What follows belongs to an exercise in optimizing a design on an open flow for small area; a production flow would make more cautious choices.
The RTL was checked by simulation tests, not by an equivalence proof against the original design.
Power figures rest on the tool's default switching activity, not on a simulated workload.

==> design.v <==
`default_nettype none
package multi_pwm_pkg;
    localparam int NCH_DEFAULT   = 24;
    localparam int WIDTH_DEFAULT = 10;
    function automatic integer ch_idx_width(input integer nch);
        if (nch > 1) ch_idx_width = $clog2(nch);
        else         ch_idx_width = 1;
    endfunction
    typedef logic [WIDTH_DEFAULT-1:0] count_t;
endpackage
`default_nettype wire
`default_nettype none
module pwm_chan_cmp
#(
    parameter int WIDTH = multi_pwm_pkg::WIDTH_DEFAULT
) (
    input  logic             clk,
    input  logic             load_i,
    input  logic [WIDTH-1:0] ton_s_i,
    input  logic [WIDTH-1:0] phase_s_i,
    input  logic [WIDTH-1:0] cnt_i,
    input  logic [WIDTH:0]   cntp_i,      
    output logic             raw_o        
);
    logic [WIDTH-1:0] ton_a_q;
    logic [WIDTH-1:0] phase_a_q;
    logic [WIDTH:0]   w_end;
    function automatic gt_f(input logic [WIDTH:0] a, input logic [WIDTH:0] b);
        integer i;
        logic   c;
        begin
            c = 1'b0;
            for (i = 0; i <= WIDTH; i = i + 1) begin
                c = (a[i] & ~b[i]) | (a[i] & c) | (~b[i] & c);
            end
            gt_f = c;
        end
    endfunction
    function automatic [WIDTH:0] add_f(input logic [WIDTH-1:0] a, input logic [WIDTH-1:0] b);
        integer     i;
        logic       c;
        logic [WIDTH:0] s;
        begin
            c = 1'b0;
            for (i = 0; i < WIDTH; i = i + 1) begin
                s[i] = a[i] ^ b[i] ^ c;
                c    = (a[i] & b[i]) | (a[i] & c) | (b[i] & c);
            end
            s[WIDTH] = c;
            add_f = s;
        end
    endfunction
    always_comb begin
        w_end = add_f(phase_a_q, ton_a_q);
        raw_o = (!gt_f({1'b0, phase_a_q}, {1'b0, cnt_i}) && gt_f(w_end, {1'b0, cnt_i}))
             || (gt_f(w_end, cntp_i) && gt_f({1'b0, ton_a_q}, {1'b0, cnt_i}));
    end
    always_ff @(posedge clk) begin
        if (load_i) begin
            ton_a_q   <= ton_s_i;
            phase_a_q <= phase_s_i;
        end
    end
endmodule
`default_nettype wire
`default_nettype none
module multi_pwm_dbuf
#(
    parameter int NCH   = multi_pwm_pkg::NCH_DEFAULT,
    parameter int WIDTH = multi_pwm_pkg::WIDTH_DEFAULT
) (
    input  logic                           clk,
    input  logic                           reset_n,
    input  logic                           wr_en,
    input  logic [multi_pwm_pkg::ch_idx_width(NCH)-1:0]   wr_ch,
    input  logic [WIDTH-1:0]               wr_ton,
    input  logic [WIDTH-1:0]               wr_phase,
    input  logic                           period_wr,
    input  logic [WIDTH-1:0]               period_in,
    input  logic                           commit,
    input  logic [NCH-1:0]                 oe,
    output logic [NCH-1:0]                 pwm_out,
    output logic                           period_start,
    output logic                           update_pending,
    output logic                           update_done
);
    localparam int CHW = multi_pwm_pkg::ch_idx_width(NCH);
    logic [WIDTH-1:0] period_a_q;
    logic [WIDTH-1:0] period_s_q;
    logic [WIDTH-1:0] cnt_q;
    logic [WIDTH-1:0] cnt_d;
    logic [WIDTH:0]   cntp;
    logic             pending_q;
    logic             pending_d;
    logic             period_start_q;
    logic             update_done_q;
    logic [NCH-1:0]   pwm_q;
    logic             w_running;
    logic             w_boundary;
    logic             w_xfer;
    always_comb begin
        w_running  = (period_a_q != '0);
        w_boundary = w_running && (cnt_q == (period_a_q - WIDTH'(1)));
        w_xfer     = pending_q && (w_boundary || !w_running);
        pending_d  = w_xfer ? 1'b0 : (pending_q | commit);
        if (w_xfer || w_boundary || !w_running) begin
            cnt_d = '0;
        end else begin
            cnt_d = cnt_q + WIDTH'(1);
        end
        cntp = {1'b0, cnt_q} + {1'b0, period_a_q};
    end
    always_ff @(posedge clk or negedge reset_n) begin
        if (!reset_n) begin
            period_a_q     <= '0;
            period_s_q     <= '0;
            cnt_q          <= '0;
            pending_q      <= 1'b0;
            period_start_q <= 1'b0;
            update_done_q  <= 1'b0;
        end else begin
            if (w_xfer) begin
                period_a_q <= period_s_q;
            end
            if (period_wr) begin
                period_s_q <= period_in;
            end
            cnt_q          <= cnt_d;
            pending_q      <= pending_d;
            period_start_q <= w_running && (cnt_q == '0);
            update_done_q  <= w_xfer;
        end
    end
    generate
        for (genvar c = 0; c < NCH; c++) begin : g_chan
            logic [WIDTH-1:0] ton_s_q;
            logic [WIDTH-1:0] phase_s_q;
            logic             w_wr;
            logic             w_raw;
            assign w_wr = wr_en && (wr_ch == CHW'(c));
            always_ff @(posedge clk or negedge reset_n) begin
                if (!reset_n) begin
                    ton_s_q <= '0;
                end else if (w_wr) begin
                    ton_s_q <= wr_ton;
                end
            end
            always_ff @(posedge clk) begin
                if (w_wr) begin
                    phase_s_q <= wr_phase;
                end
            end
            pwm_chan_cmp #(
                .WIDTH (WIDTH)
            ) u_cmp (
                .clk       (clk),
                .load_i    (w_xfer),
                .ton_s_i   (ton_s_q),
                .phase_s_i (phase_s_q),
                .cnt_i     (cnt_q),
                .cntp_i    (cntp),
                .raw_o     (w_raw)
            );
            always_ff @(posedge clk or negedge reset_n) begin
                if (!reset_n) begin
                    pwm_q[c] <= 1'b0;
                end else begin
                    pwm_q[c] <= w_raw & w_running & oe[c];
                end
            end
        end
    endgenerate
    assign pwm_out        = pwm_q;
    assign period_start   = period_start_q;
    assign update_pending = pending_q;
    assign update_done    = update_done_q;
endmodule
`default_nettype wire
==> run.sh <==
#!/bin/bash
# synth_recipe.tcl (not shown) runs the flow's synth.tcl, then flattens the netlist and writes it again
# the make line also repeats each setting of config.mk as NAME=value (left out here)
make -C /OpenROAD-flow-scripts/flow DESIGN_CONFIG=/design/flow/config.mk WORK_HOME=/design/flow/orfs CLKGATE_MAP_FILE= SYNTH_SCRIPT=/design/flow/synth_recipe.tcl finish
==> config.mk <==
export PLATFORM = sky130hd
export DESIGN_NAME = multi_pwm_dbuf
export DESIGN_NICKNAME = multi_pwm_dbuf
export VERILOG_FILES = /design/flow/design.v
export SDC_FILE = /design/flow/constraint.sdc
export NUM_CORES = 4
export LEC_CHECK = 0
export CAP_MARGIN = 20
export CORE_MARGIN = 2
export CORE_UTILIZATION = 40
export SLEW_MARGIN = 20
==> constraint.sdc <==
create_clock -name core_clock -period 10.0 [get_ports {clk}]
set_input_delay 2.0000 -clock core_clock [delete_from_list [all_inputs] [get_ports {clk}]]
set_output_delay 2.0000 -clock core_clock [all_outputs]
set_load 0.01 [all_outputs]
==> results.txt <==
-- cell usage in the layout, fill, tap and decap left out, types with 31 or more instances in the layout --
master	Yosys	layout
a221oi_1	62	62
nor2b_1	77	74
maj3_1	255	255
mux2_2	120	120
a31oi_1	42	42
a211oi_1	65	64
maj3_2	114	114
buf_4	1	99
clkbuf_16	0	109
o221ai_1	76	76
nand3_1	35	35
o22ai_1	55	55
nand2_1	612	612
dfrtp_1	297	288
ha_1	37	35
o21ai_0	70	70
inv_1	514	508
clkdlybuf4s50_1	0	85
o211ai_1	69	69
nor3_1	52	50
and2_1	31	31
fa_1	217	217
edfxtp_1	720	720
nand2b_1	81	81
a21oi_1	121	119
nor2_1	185	178
-- stage by stage --
step | total power, mW | util | hold WS, ns | std cells
2_1_floorplan | 10.7 | - | 0.400 | 4482
3_3_place_gp | 13.2 | 0.427 | 0.400 | 6175
3_5_place_dp | 13.4 | 0.427 | 0.405 | 6175
4_1_cts | 17.6 | 0.455 | 0.412 | 6373
5_1_grt | 18.5 | 0.455 | 0.417 | 6380
6_report | 17.6 | 0.455 | 0.411 | 6388
-- flip-flops by register name (all words and copies together), names as in the netlist --
name,flops
period_start_q,1
g_chan.u_cmp.ton_a_q,240
update_done_q,1
period_s_q,10
period_a_q,10
g_chan.phase_s_q,240
g_chan.u_cmp.phase_a_q,240
g_chan.ton_s_q,240
pwm_q,24
pending_q,1
cnt_q,10
-- power groups by stage --
stage                     registers (mW)  clock network (mW)  logic, mW
after floorplan                     5.56                   0       5.12
after global placement              5.63                   0       7.60
after detailed placement            5.64                   0       7.72
after CTS                           5.56                4.24       7.76
after global routing                5.62                4.39       8.48
final                               5.56                4.17       7.92
-- worst max-delay path, delay by kind of cell (launching register included) --
kind / cells / cell delay, ns
flops: 1 / 0.35
compound gates: 5 / 1.01
fa+ha+maj: 10 / 4.23
buf+inv: 3 / 0.24
-- cell type report --
| class | instances | share of cell area |
|---|---|---|
| Sequential cell | 1017 | 0.485 |
| Multi-Input combinational cell | 2692 | 0.355 |
| Clock buffer | 138 | 0.0492 |
| Tap cell | 1755 | 0.0366 |
| Inverter | 518 | 0.0325 |
| Timing Repair Buffer | 195 | 0.0290 |
| Clock inverter | 60 | 0.0123 |
| Antenna cell | 13 | 0.000543 |
-- logic make-up (layout without fill, tap and decap cells) --
| group | Yosys count | in the layout | synth area share |
|---|---|---|---|
| muxes | 123 | 123 | 0.0260 |
| adders and majority gates | 623 | 623 | 0.163 |
| xor gates and xnor gates | 26 | 26 | 0.00429 |
| buffers and inverters | 773 | 911 | 0.0554 |
| and+or+nand+nor | 1143 | 1143 | 0.0968 |
| AOI/OAI and AO/OA | 777 | 777 | 0.107 |
| DFF | 1017 | 1017 | 0.547 |
| other | 0 | 13 | 0 |
-- layer usage --
metal	wire [microns]	share of wire	global-route usage	up-vias
met2	72000	0.44	0.368	1767
met3	16300	0.099	0.0475	326
met1	70600	0.43	0.347	18500
met4	6210	0.038	0.0902	4
met5	24	0.00015	0	-
li1	-	-	-	16059
-- worst max path at each step --
stage	from	endpoint	slack, ns	cells past startpoint
2_1_floorplan	period_a_q[5]$_DFFE_PN0P_	g_chan[0].u_cmp.phase_a_q[0]$_DFFE_PP_	0.37	9
3_3_place_gp	g_chan[2].u_cmp.phase_a_q[0]$_DFFE_PP_	pwm_q[2]$_DFF_PN0_	4.08	18
3_5_place_dp	g_chan[2].u_cmp.phase_a_q[0]$_DFFE_PP_	pwm_q[2]$_DFF_PN0_	4.06	18
4_1_cts	g_chan[2].u_cmp.phase_a_q[0]$_DFFE_PP_	pwm_q[2]$_DFF_PN0_	4.04	18
5_1_grt	g_chan[2].u_cmp.phase_a_q[0]$_DFFE_PP_	pwm_q[2]$_DFF_PN0_	3.80	18
6_report	g_chan[2].u_cmp.phase_a_q[0]$_DFFE_PP_	pwm_q[2]$_DFF_PN0_	4.03	18
==> results.ini <==
[run_status]
status = timing/DRC/antenna clean

[hold_path]
hold_end = g_chan[17].u_cmp.phase_a_q[1]$_DFFE_PP_
whs_path_depth = 0
hold_path_class = flop to flop
hold_start = g_chan[17].phase_s_q[1]$_DFFE_PP_

[floorplanning]
rows = 133
die_x_microns = 368
num_io_pins = 91
die-area_sq_mm = 0.136
coreArea_sq_mm = 0.132
initial_core_util = 0.403
die_h_microns = 368

[logic_synthesis]
yosysTopAreaCellShare = 0.407
synth.area.top_cells = edfxtp_1 (41%), dfrtp_1 (14%), fa_1 (8.2%), maj3_1 (4.8%), nand2_1 (4.3%)
synth_common_cells = edfxtp_1 (720), nand2_1 (612), inv_1 (514), dfrtp_1 (297), maj3_1 (255)
syn-mean-instance-area_sq_um = 11.8
synth_top_area_cell = edfxtp_1
syn-num-nets = 4800
synth_cell_type_count = 78
synth_area_sq_mm = 0.0531
synth-seq-cells = 1017
yosysSeqAreaShare = 0.547
syn_inst = 4482
synth-main-ff-cell = edfxtp_1
async_flop_share = 0.292
synth_most_common_cell = edfxtp_1
yosysWarningCount = 2
synth_edf_count = 720

[sta]
min_period_over_period = 0.597
hold_viol = 0
setup_tns_ns = 0
fmax_mhz = 168
rsz0062_at_grt = no
timing_max_transition_violations_final = 0
min_period_ns = 5.97
slew_headroom = 0.274
fin_ws_ns = 4.03
setup_viol = 0
skew_ns = 0.0259
worst_pin_slew_ns = 1.08

[cells_and_area]
fill_cells = 11870
synthToLayoutAreaGrowth_pct = 12.9
stdcell_area_sq_mm = 0.0599
multi_input_area_sq_mm = 0.0213
nets = 4847
seqCellArea_sq_mm = 0.0291
drive_gt1_frac = 0.127

[critical_path]
crit_chain = ha_1 -> inv_1 -> fa_1 -> fa_1 -> fa_1 -> fa_1 -> fa_1 -> fa_1 -> fa_1 -> fa_1 -> inv_1 -> fa_1 -> inv_1 -> o22ai_1 -> a211o_1 -> o221ai_1 -> o311ai_0 -> o211a_1
crit_path_max_incr_delay_ns = 0.47
critPathMostFrequentCell = fa_1
reg2reg_slack_ns = 4.03
required_ns = 10.59
r2r_end = pwm_q[2]$_DFF_PN0_
cp_data_arrival_time_ns = 6.56
end_kind = flop
crit_path_max_fanout = 4
reg2reg_depth = 18
crit_path_start_kind = flop
r2r_start = g_chan[2].u_cmp.phase_a_q[0]$_DFFE_PP_
critical_path_class = flop to flop
slowest_stage = fa_1

[pwr]
power.switching_mw = 7.16
p_comb_frac = 0.449
leakagePower_nw = 23.1
p_clk_frac = 0.236
seqPwrFrac = 0.315
netSwitchingFraction = 0.406
irDropWorstVdd_v = 0.000317
p_per_area_mw_per_mm2 = 294
p_int_mw = 10.5

[grt]
antenna_found_initial = 20
grt_pass1_wl_microns = 241000
overflow = 0
track_usage = 0.243
grt_pass1_vias = 36322
grt_max_degree = 155

[routing]
num_vias = 36656
firstDrtPassIters = 7
drt.antenna.violating_nets = 0
vias_per_cell = 5.74
drc_errors = 0
drt-initial-drc-count = 4488
wl_per_cell_microns = 25.9
routed_wl_microns = 165000

[cts]
cts-root-buf = clkbuf_16
cts_tree = yes
cts_setup_buffers = 0
ctsHtreeMaxLevel = 3
clkTransAtPathRegs_ns = 0.06
clkLatencyLatePin_ns = 0.74
clock_path_buffers = 3
cts-buffers-inserted = 105
cts.repair.resized = 0
cts.sink_count = 1017
postCtsHoldBufs = 0

[placement]
dpl_worst_slack_ns = 4.06
hpwl_microns = 99700
gp_congestion = 0.878
port_buffers = 90
placed_cell_area_sq_mm = 0.0562

[run]
max_cap_viol_count = 0

## re-timing with driven ports
The flow's constraints put no driver on any port. The routed layout listed below was extracted and timed again, unchanged, in two steps. Step 1 sets driving cells, clkbuf_16 on the clock port and buf_2 on the other inputs (assumed; they add their load-dependent delay and slew). Step 2 also shifts input and output timing later by t, the mid clock arrival at the registers, as if the neighbouring blocks saw the same clock. Three values: no drivers, after step 1, after step 2; two values: the first two.
shift t [ns]: 0.797
setup WS [ns]: 4.034 / 4.034 / 4.034
worst register clock-pin slew, ns: 0.07 / 0.07
After both steps this run still meets setup and hold. For this run, drivers alone change the setup slack by 0.000 ns; drivers and shift together by 0.000 ns.
